This is an optimization exercise on Yosys and OpenROAD, whose aim is small area, a short achievable clock period and few clock cycles per item, not a production implementation.

==> module sbox_ddt_row_scanner, before the edit <==
module sbox_ddt_row_scanner #(
  parameter int WIDTH = 6,
  parameter int CW    = WIDTH + 1
) (
  input  logic             clk,
  input  logic             rst,
  input  logic             start,
  input  logic [WIDTH-1:0] delta,
  output logic             busy,
  output logic             done,
  output logic [WIDTH-1:0] sbox_x0,
  output logic [WIDTH-1:0] sbox_x1,
  input  logic [WIDTH-1:0] sbox_y0,
  input  logic [WIDTH-1:0] sbox_y1,
  output logic [CW-1:0]    max_count,
  output logic [WIDTH-1:0] max_diff,
  input  logic [WIDTH-1:0] rd_addr,
  output logic [CW-1:0]    rd_count
);
  localparam int ENTRIES = 1 << WIDTH;
  localparam int NW      = WIDTH - 1;         
  localparam int NSLOT   = 8;                 
  localparam int HW      = CW - 3;            
  logic             busy_q;
  logic             done_q;
  logic [NW-1:0]    n_q;                      
  logic             act_q;                    
  logic [WIDTH-1:0] delta_q;
  logic [1:0]       lo_q   [ENTRIES];
  logic [WIDTH-1:0] sidx_q [NSLOT];
  logic [HW-1:0]    shi_q  [NSLOT];
  logic [2:0]       ptr_q;                    
  logic [NW-1:0]    best_q;                   
  logic [WIDTH-1:0] best_idx_q;
  logic             cand_vld_q;               
  logic [NW-1:0]    cand_q;                   
  logic [WIDTH-1:0] cand_idx_q;
  logic             accept;
  logic [WIDTH-1:0] diff_d;
  logic [ENTRIES-1:0] dec;
  logic [WIDTH-1:0] key;
  logic [1:0]       lo_rd;
  logic [NSLOT-1:0] hit;
  logic [HW-1:0]    hi_rd;
  logic             hi_any;
  logic [NW-1:0]    seen;
  logic             upd;
  logic [NW-1:0]    res_cnt;
  logic [WIDTH-1:0] res_idx;
  logic             wrap;
  logic [HW-1:0]    hi_inc;
  logic [WIDTH-1:0] low;
  logic [WIDTH-1:0] below;
  logic [WIDTH-1:0] above;
  logic [WIDTH-1:0] x0;
  always_comb begin
    accept = start & ~busy_q;
    diff_d = sbox_y0 ^ sbox_y1;
    key    = act_q ? diff_d : rd_addr;
    for (int i = 0; i < ENTRIES; i++) dec[i] = (diff_d == WIDTH'(i));
    lo_rd  = lo_q[key];
    hi_rd  = '0;
    for (int k = 0; k < NSLOT; k++) begin
      hit[k] = (sidx_q[k] == key) & (|shi_q[k]);
      hi_rd  = hi_rd | (shi_q[k] & {HW{hit[k]}});
    end
    hi_any = |hit;
    hi_inc = hi_rd + 1'b1;
    seen   = {hi_rd[2:0], lo_rd};
    wrap   = act_q & (&lo_rd);
    upd    = cand_vld_q &
             ((cand_q > best_q) | ((cand_q == best_q) & (cand_idx_q < best_idx_q)));
    res_cnt = upd ? cand_q : best_q;
    res_idx = upd ? cand_idx_q : best_idx_q;
    low    = delta_q & (~delta_q + 1'b1);
    below  = low - 1'b1;
    above  = ~(below | low);
    x0     = (below & {1'b0, n_q}) | (above & {n_q, 1'b0});
  end
  always_ff @(posedge clk or posedge rst) begin
    if (rst) begin
      busy_q <= 1'b0;
      done_q <= 1'b0;
      n_q    <= '0;
      act_q  <= 1'b0;
      cand_vld_q <= 1'b0;
    end else begin
      cand_vld_q <= act_q;
      done_q <= &n_q;
      if (accept) begin
        busy_q <= 1'b1;
        act_q  <= 1'b1;
        n_q    <= 1;
      end else begin
        if (done_q) busy_q <= 1'b0;
        if (&n_q) act_q <= 1'b0;
        if (act_q) n_q <= n_q + 1'b1;
      end
    end
  end
  always_ff @(posedge clk) begin
    if (accept) begin
      delta_q    <= delta;
      best_q     <= '0;
      best_idx_q <= diff_d;
      ptr_q      <= '0;
      for (int i = 0; i < ENTRIES; i++) lo_q[i] <= {1'b0, dec[i]};
      for (int k = 0; k < NSLOT; k++) shi_q[k] <= '0;
    end else begin
      best_q     <= res_cnt;
      best_idx_q <= res_idx;
    end
    if (act_q) begin
      cand_q     <= seen;
      cand_idx_q <= diff_d;
      lo_q[diff_d] <= lo_rd + 1'b1;
      if (wrap) begin
        if (!hi_any) ptr_q <= ptr_q + 1'b1;
        for (int k = 0; k < NSLOT; k++)
          if (hit[k] | (~hi_any & (ptr_q == 3'(k)))) begin
            sidx_q[k] <= diff_d;
            shi_q[k]  <= hi_inc;
          end
      end
    end
  end
  assign busy      = busy_q;
  assign done      = done_q;
  assign sbox_x0   = x0;
  assign sbox_x1   = x0 ^ (busy_q ? delta_q : delta);
  assign max_count = {{1'b0, res_cnt} + 1'b1, 1'b0};
  assign max_diff  = res_idx;
  assign rd_count  = {hi_rd, lo_rd, 1'b0};
endmodule
make LEC_CHECK=0 ABC_AREA=1 CAP_MARGIN=20 CORE_MARGIN=2 CORE_UTILIZATION=40 SETUP_SLACK_MARGIN=1.2 SLEW_MARGIN=20 finish   # period 5.0 ns
run.sh (not shown) runs the stock make flow with config.mk's settings and CLKGATE_MAP_FILE= SYNTH_SCRIPT=/design/flow/synth_recipe.tcl, a recipe that flattens the netlist after the stock synthesis.
Change:
--- a/flow/design.v
+++ b/flow/design.v
@@ -30,25 +30,20 @@
   logic [WIDTH-1:0] sidx_q [NSLOT];
   logic [HW-1:0]    shi_q  [NSLOT];
   logic [2:0]       ptr_q;                    
   logic [NW-1:0]    best_q;                   
   logic [WIDTH-1:0] best_idx_q;
-  logic             cand_vld_q;               
-  logic [NW-1:0]    cand_q;                   
-  logic [WIDTH-1:0] cand_idx_q;
   logic             accept;
   logic [WIDTH-1:0] diff_d;
   logic [ENTRIES-1:0] dec;
   logic [WIDTH-1:0] key;
   logic [1:0]       lo_rd;
   logic [NSLOT-1:0] hit;
   logic [HW-1:0]    hi_rd;
   logic             hi_any;
   logic [NW-1:0]    seen;
   logic             upd;
-  logic [NW-1:0]    res_cnt;
-  logic [WIDTH-1:0] res_idx;
   logic             wrap;
   logic [HW-1:0]    hi_inc;
   logic [WIDTH-1:0] low;
   logic [WIDTH-1:0] below;
   logic [WIDTH-1:0] above;
@@ -66,14 +61,11 @@
     end
     hi_any = |hit;
     hi_inc = hi_rd + 1'b1;
     seen   = {hi_rd[2:0], lo_rd};
     wrap   = act_q & (&lo_rd);
-    upd    = cand_vld_q &
-             ((cand_q > best_q) | ((cand_q == best_q) & (cand_idx_q < best_idx_q)));
-    res_cnt = upd ? cand_q : best_q;
-    res_idx = upd ? cand_idx_q : best_idx_q;
+    upd    = (seen > best_q) | ((seen == best_q) & (diff_d < best_idx_q));
     low    = delta_q & (~delta_q + 1'b1);
     below  = low - 1'b1;
     above  = ~(below | low);
     x0     = (below & {1'b0, n_q}) | (above & {n_q, 1'b0});
   end
@@ -81,13 +73,11 @@
     if (rst) begin
       busy_q <= 1'b0;
       done_q <= 1'b0;
       n_q    <= '0;
       act_q  <= 1'b0;
-      cand_vld_q <= 1'b0;
     end else begin
-      cand_vld_q <= act_q;
       done_q <= &n_q;
       if (accept) begin
         busy_q <= 1'b1;
         act_q  <= 1'b1;
         n_q    <= 1;
@@ -104,17 +94,15 @@
       best_q     <= '0;
       best_idx_q <= diff_d;
       ptr_q      <= '0;
       for (int i = 0; i < ENTRIES; i++) lo_q[i] <= {1'b0, dec[i]};
       for (int k = 0; k < NSLOT; k++) shi_q[k] <= '0;
-    end else begin
-      best_q     <= res_cnt;
-      best_idx_q <= res_idx;
-    end
-    if (act_q) begin
-      cand_q     <= seen;
-      cand_idx_q <= diff_d;
+    end else if (act_q) begin
+      if (upd) begin
+        best_q     <= seen;
+        best_idx_q <= diff_d;
+      end
       lo_q[diff_d] <= lo_rd + 1'b1;
       if (wrap) begin
         if (!hi_any) ptr_q <= ptr_q + 1'b1;
         for (int k = 0; k < NSLOT; k++)
           if (hit[k] | (~hi_any & (ptr_q == 3'(k)))) begin
@@ -126,9 +114,9 @@
   end
   assign busy      = busy_q;
   assign done      = done_q;
   assign sbox_x0   = x0;
   assign sbox_x1   = x0 ^ (busy_q ? delta_q : delta);
-  assign max_count = {{1'b0, res_cnt} + 1'b1, 1'b0};
-  assign max_diff  = res_idx;
+  assign max_count = {{1'b0, best_q} + 1'b1, 1'b0};
+  assign max_diff  = best_idx_q;
   assign rd_count  = {hi_rd, lo_rd, 1'b0};
 endmodule
After rerunning: Setup slack is better by 0.11 ns. Area after synthesis hardly moves. Register-to-register slack is about the same. Clock-buffer cell count went down by 6. Routed wire length went down by 1.2%.
No run of this note included a check of the RTL's function; only the layout flow was run.

==> what the ideal ports hide <==
The results above use ideal ports. As a check the final layouts listed here were re-extracted and re-timed, cells and wires unchanged.
Step 1: set_driving_cell puts a clkbuf_16 on clk and a buf_2 on each other input, an assumption about the parent block.
Step 2, shift: input delay + t, output delay - t, t = (earliest + latest rising clock arrival at the registers) / 2. This alone moves slack from input paths to output paths.
Three values: no drivers, after step 1, after step 2; two values: the first two.
run	t, ns	slack for setup (ns)	worst setup path at the end
the first run	0.591	1.164 / 1.113 / 0.852	input to register
the second run	0.579	1.276 / 1.234 / 0.798	input to register
After both steps every run listed still meets setup and hold. The setup slack of the second run, which loses most, moves by -0.042 ns with the drivers and by -0.478 ns with both steps.
